This is an optimization exercise on Yosys and OpenROAD, whose aim is small area, a short achievable clock period and few clock cycles per item, not a production implementation. Only simulation tests tie the RTL to the original design; equivalence was not proved.

Setup of job 4196:
## miss_handler
module miss_handler (
    input  logic                         clk_i,
    input  logic                         rst_ni,
    input  logic                         alloc_valid_i,
    input  logic [38:0]                  alloc_i,
    output logic                         alloc_ready_o,
    output logic                         mshr_full_o,
    output logic                         mem_req_valid_o,
    output logic [27:0]                  mem_req_o,
    input  logic                         mem_req_ready_i,
    input  logic                         mem_resp_valid_i,
    input  logic [67:0]                  mem_resp_i,
    output logic                         mem_resp_ready_o,
    output logic                         refill_req_o,
    input  logic                         refill_gnt_i,
    output logic                         refill_wr_valid_o,
    output logic [73:0]                  refill_wr_o,
    output logic                         dir_wr_valid_o,
    output logic [28:0]                  dir_wr_o,
    output logic                         core_rsp_valid_o,
    output logic [72:0]                  core_rsp_o,
    input  logic [miss_pkg::NLINE_W-1:0] check_nline_i,
    output logic                         check_hit_o,
    output logic                         mshr_empty_o
);
    localparam int N = miss_pkg::MSHR_N;
    miss_pkg::miss_alloc_t alloc_s;
    miss_pkg::mem_resp_t   resp_s;
    miss_pkg::refill_wr_t  wr_s;
    miss_pkg::dir_entry_t  dir_s;
    miss_pkg::core_rsp_t   rsp_s;
    assign alloc_s = alloc_i;
    assign resp_s  = mem_resp_i;
    logic [N-1:0]                  valid_q;
    logic [miss_pkg::NLINE_W-1:0]  nline_q [N];
    logic [miss_pkg::WAY_W-1:0]    way_q   [N];
    logic [miss_pkg::BEAT_W-1:0]   word_q  [N];
    logic [miss_pkg::ID_W-1:0]     sid_q   [N];
    logic [miss_pkg::ID_W-1:0]     tid_q   [N];
    logic [N-1:0]                  rsp_q;
    logic [miss_pkg::MSHR_W-1:0]   idx_q, idx_d;
    logic [N-1:0]                  valid_d;
    logic                          take, ret;
    logic [miss_pkg::MSHR_W-1:0]   rid;
    assign mshr_full_o  = &valid_q;
  ...
clock: 4.5 ns
lec_check: 0
cap_margin: 20
core_margin: 2
core_utilization: 40
cts_buf_list: sky130_fd_sc_hd__clkbuf_8
setup_slack_margin: 1.5
slew_margin: 20
buffer_ports_args: -buffer_cell sky130_fd_sc_hd__buf_2
dont_use_cells: sky130_fd_sc_hd__clkdlybuf4s15_1 sky130_fd_sc_hd__clkdlybuf4s15_2 sky130_fd_sc_hd__clkdlybuf4s18_1 sky130_fd_sc_hd__clkdlybuf4s18_2 sky130_fd_sc_hd__clkdlybuf4s25_1 sky130_fd_sc_hd__clkdlybuf4s25_2 sky130_fd_sc_hd__clkdlybuf4s50_1 sky130_fd_sc_hd__clkdlybuf4s50_2 sky130_fd_sc_hd__dlygate4sd1_1 sky130_fd_sc_hd__dlygate4sd2_1 sky130_fd_sc_hd__dlygate4sd3_1 sky130_fd_sc_hd__dlymetal6s2s_1 sky130_fd_sc_hd__dlymetal6s4s_1 sky130_fd_sc_hd__dlymetal6s6s_1
recover_power: 100
standard.sh (not shown) runs the stock make flow with config.mk's settings and CLKGATE_MAP_FILE= SYNTH_SCRIPT=/design/flow/synth_recipe.tcl, a recipe that flattens the netlist after the stock synthesis.
==> flow/flow/run.sh <==
#!/bin/bash
# Standard layout, with the port buffers made from plain buffers instead of
# the delay cells ORFS picks for sky130hd, and delay cells kept out of repair.
set -euo pipefail
cat >> config.mk <<'MK'
export BUFFER_PORTS_ARGS = -buffer_cell sky130_fd_sc_hd__buf_2
export DONT_USE_CELLS = sky130_fd_sc_hd__clkdlybuf4s15_1 sky130_fd_sc_hd__clkdlybuf4s15_2 sky130_fd_sc_hd__clkdlybuf4s18_1 sky130_fd_sc_hd__clkdlybuf4s18_2 sky130_fd_sc_hd__clkdlybuf4s25_1 sky130_fd_sc_hd__clkdlybuf4s25_2 sky130_fd_sc_hd__clkdlybuf4s50_1 sky130_fd_sc_hd__clkdlybuf4s50_2 sky130_fd_sc_hd__dlygate4sd1_1 sky130_fd_sc_hd__dlygate4sd2_1 sky130_fd_sc_hd__dlygate4sd3_1 sky130_fd_sc_hd__dlymetal6s2s_1 sky130_fd_sc_hd__dlymetal6s4s_1 sky130_fd_sc_hd__dlymetal6s6s_1
export RECOVER_POWER = 100
MK
bash standard.sh > standard.log 2>&1
Job 4196 finished all stages; however, its layout fails the closing checks, the failures being max-capacitance violations, max-slew violations.
Testbench counts of job 4196, summed over its fixed seeds: cycles 9,977, items 2,400.
## Diff of input files: job 6308 against job 4196
Settings: DONT_USE_CELLS no longer set, was sky130_fd_sc_hd__clkdlybuf4s15_1 sky130_fd_sc_hd__clkdlybuf4s15_2 sky130_fd_sc_hd__clkdlybuf4s18_1 sky130_fd_sc_hd__clkdlybuf4s18_2 sky130_fd_sc_hd__clkdlybuf4s25_1 sky130_fd_sc_hd__clkdlybuf4s25_2 sky130_fd_sc_hd__clkdlybuf4s50_1 sky130_fd_sc_hd__clkdlybuf4s50_2 sky130_fd_sc_hd__dlygate4sd1_1 sky130_fd_sc_hd__dlygate4sd2_1 sky130_fd_sc_hd__dlygate4sd3_1 sky130_fd_sc_hd__dlymetal6s2s_1 sky130_fd_sc_hd__dlymetal6s4s_1 sky130_fd_sc_hd__dlymetal6s6s_1; BUFFER_PORTS_ARGS no longer set, was -buffer_cell sky130_fd_sc_hd__buf_2; CTS_BUF_LIST no longer set, was sky130_fd_sc_hd__clkbuf_8; SETUP_SLACK_MARGIN now 2.0, was 1.5; RECOVER_POWER no longer set, was 100.
==> flow/run.sh (new file) <==
#!/bin/bash
# synth_recipe.tcl (not shown) runs the flow's synth.tcl, then flattens the netlist and writes it again
# the make line also repeats each setting of config.mk as NAME=value (left out here)
make -C /OpenROAD-flow-scripts/flow DESIGN_CONFIG=/design/flow/config.mk WORK_HOME=/design/flow/orfs CLKGATE_MAP_FILE= SYNTH_SCRIPT=/design/flow/synth_recipe.tcl finish
removed: flow/flow/run.sh
removed: flow/standard.sh
### Flow results
Summary of the comparison: count of buffering cells on the critical path with inverters included is lower in job 6308, relative to job 4196. Job 6308: all stages complete, timing, DRC and antenna checks passed. Max hold slack across job 6308 and job 4196: job 6308. Cmp job 6308 and job 4196 / number of buffers inserted to repair setup after CTS / lower: job 4196.
Inputs modified between job 6308 and job 2353:
Settings: swapping 2.0 for 1.75 in SETUP_SLACK_MARGIN; putting BUFFER_PORTS_ARGS at -buffer_cell sky130_fd_sc_hd__buf_1 where nothing was set; putting CTS_BUF_LIST at sky130_fd_sc_hd__clkbuf_8 where nothing was set; putting DONT_USE_CELLS at sky130_fd_sc_hd__clkdlybuf4s15_1 sky130_fd_sc_hd__clkdlybuf4s15_2 sky130_fd_sc_hd__clkdlybuf4s18_1 sky130_fd_sc_hd__clkdlybuf4s18_2 sky130_fd_sc_hd__clkdlybuf4s25_1 sky130_fd_sc_hd__clkdlybuf4s25_2 sky130_fd_sc_hd__clkdlybuf4s50_1 sky130_fd_sc_hd__clkdlybuf4s50_2 sky130_fd_sc_hd__dlygate4sd1_1 sky130_fd_sc_hd__dlygate4sd2_1 sky130_fd_sc_hd__dlygate4sd3_1 sky130_fd_sc_hd__dlymetal6s2s_1 sky130_fd_sc_hd__dlymetal6s4s_1 sky130_fd_sc_hd__dlymetal6s6s_1 where nothing was set.
==> flow/flow/run.sh (new file) <==
#!/bin/bash
# Standard layout, with the port buffers made from plain buffers instead of
# the delay cells ORFS picks for sky130hd, and delay cells kept out of repair.
set -euo pipefail
cat >> config.mk <<'MK'
export BUFFER_PORTS_ARGS = -buffer_cell sky130_fd_sc_hd__buf_1
export DONT_USE_CELLS = sky130_fd_sc_hd__clkdlybuf4s15_1 sky130_fd_sc_hd__clkdlybuf4s15_2 sky130_fd_sc_hd__clkdlybuf4s18_1 sky130_fd_sc_hd__clkdlybuf4s18_2 sky130_fd_sc_hd__clkdlybuf4s25_1 sky130_fd_sc_hd__clkdlybuf4s25_2 sky130_fd_sc_hd__clkdlybuf4s50_1 sky130_fd_sc_hd__clkdlybuf4s50_2 sky130_fd_sc_hd__dlygate4sd1_1 sky130_fd_sc_hd__dlygate4sd2_1 sky130_fd_sc_hd__dlygate4sd3_1 sky130_fd_sc_hd__dlymetal6s2s_1 sky130_fd_sc_hd__dlymetal6s4s_1 sky130_fd_sc_hd__dlymetal6s6s_1
MK
bash standard.sh > standard.log 2>&1
==> flow/standard.sh (new file) <==
#!/bin/bash
# synth_recipe.tcl (not shown) runs the flow's synth.tcl, then flattens the netlist and writes it again
# the make line also repeats each setting of config.mk as NAME=value (left out here)
make -C /OpenROAD-flow-scripts/flow DESIGN_CONFIG=/design/flow/config.mk WORK_HOME=/design/flow/orfs CLKGATE_MAP_FILE= SYNTH_SCRIPT=/design/flow/synth_recipe.tcl "${@:-finish}"
removed: flow/run.sh
Results
Job 2353 gives less number of buffers inserted to repair setup after CTS than job 6308 did. Setup WNS job 6308 -> job 2353: worse. Going from job 6308 to job 2353, core utilization went down, arrival time of data at the critical path endpoint now larger, highest clock frequency the design can meet went down 5.2 MHz.

afterwards: timing with drivers on the ports:
The flow's constraints put no driver on any port. The routed layouts listed below were extracted and timed again, unchanged, in two steps. Step 1 sets driving cells, clkbuf_16 on the clock port and buf_2 on the other inputs (assumed; they add their load-dependent delay and slew). Step 2 moves the port delays by t, midway between the first and last clock arrival at a register: inputs arrive t later, outputs are due t later. That takes back most of the time a late clock gives input paths. a / b / c = no drivers / after step 1 / after step 2; a / b = the first two.
run	shift t [ns]	slack for setup (ns)	worst setup path at the end
job 4196	0.494	0.931 / 0.832 / 0.705	input to register
job 6308	0.449	1.509 / 1.438 / 1.438	input to output
job 2353	0.489	1.462 / 1.403 / 1.403	input to output
The setup slack of job 4196, which loses most, moves by -0.099 ns with the drivers and by -0.226 ns with both steps.
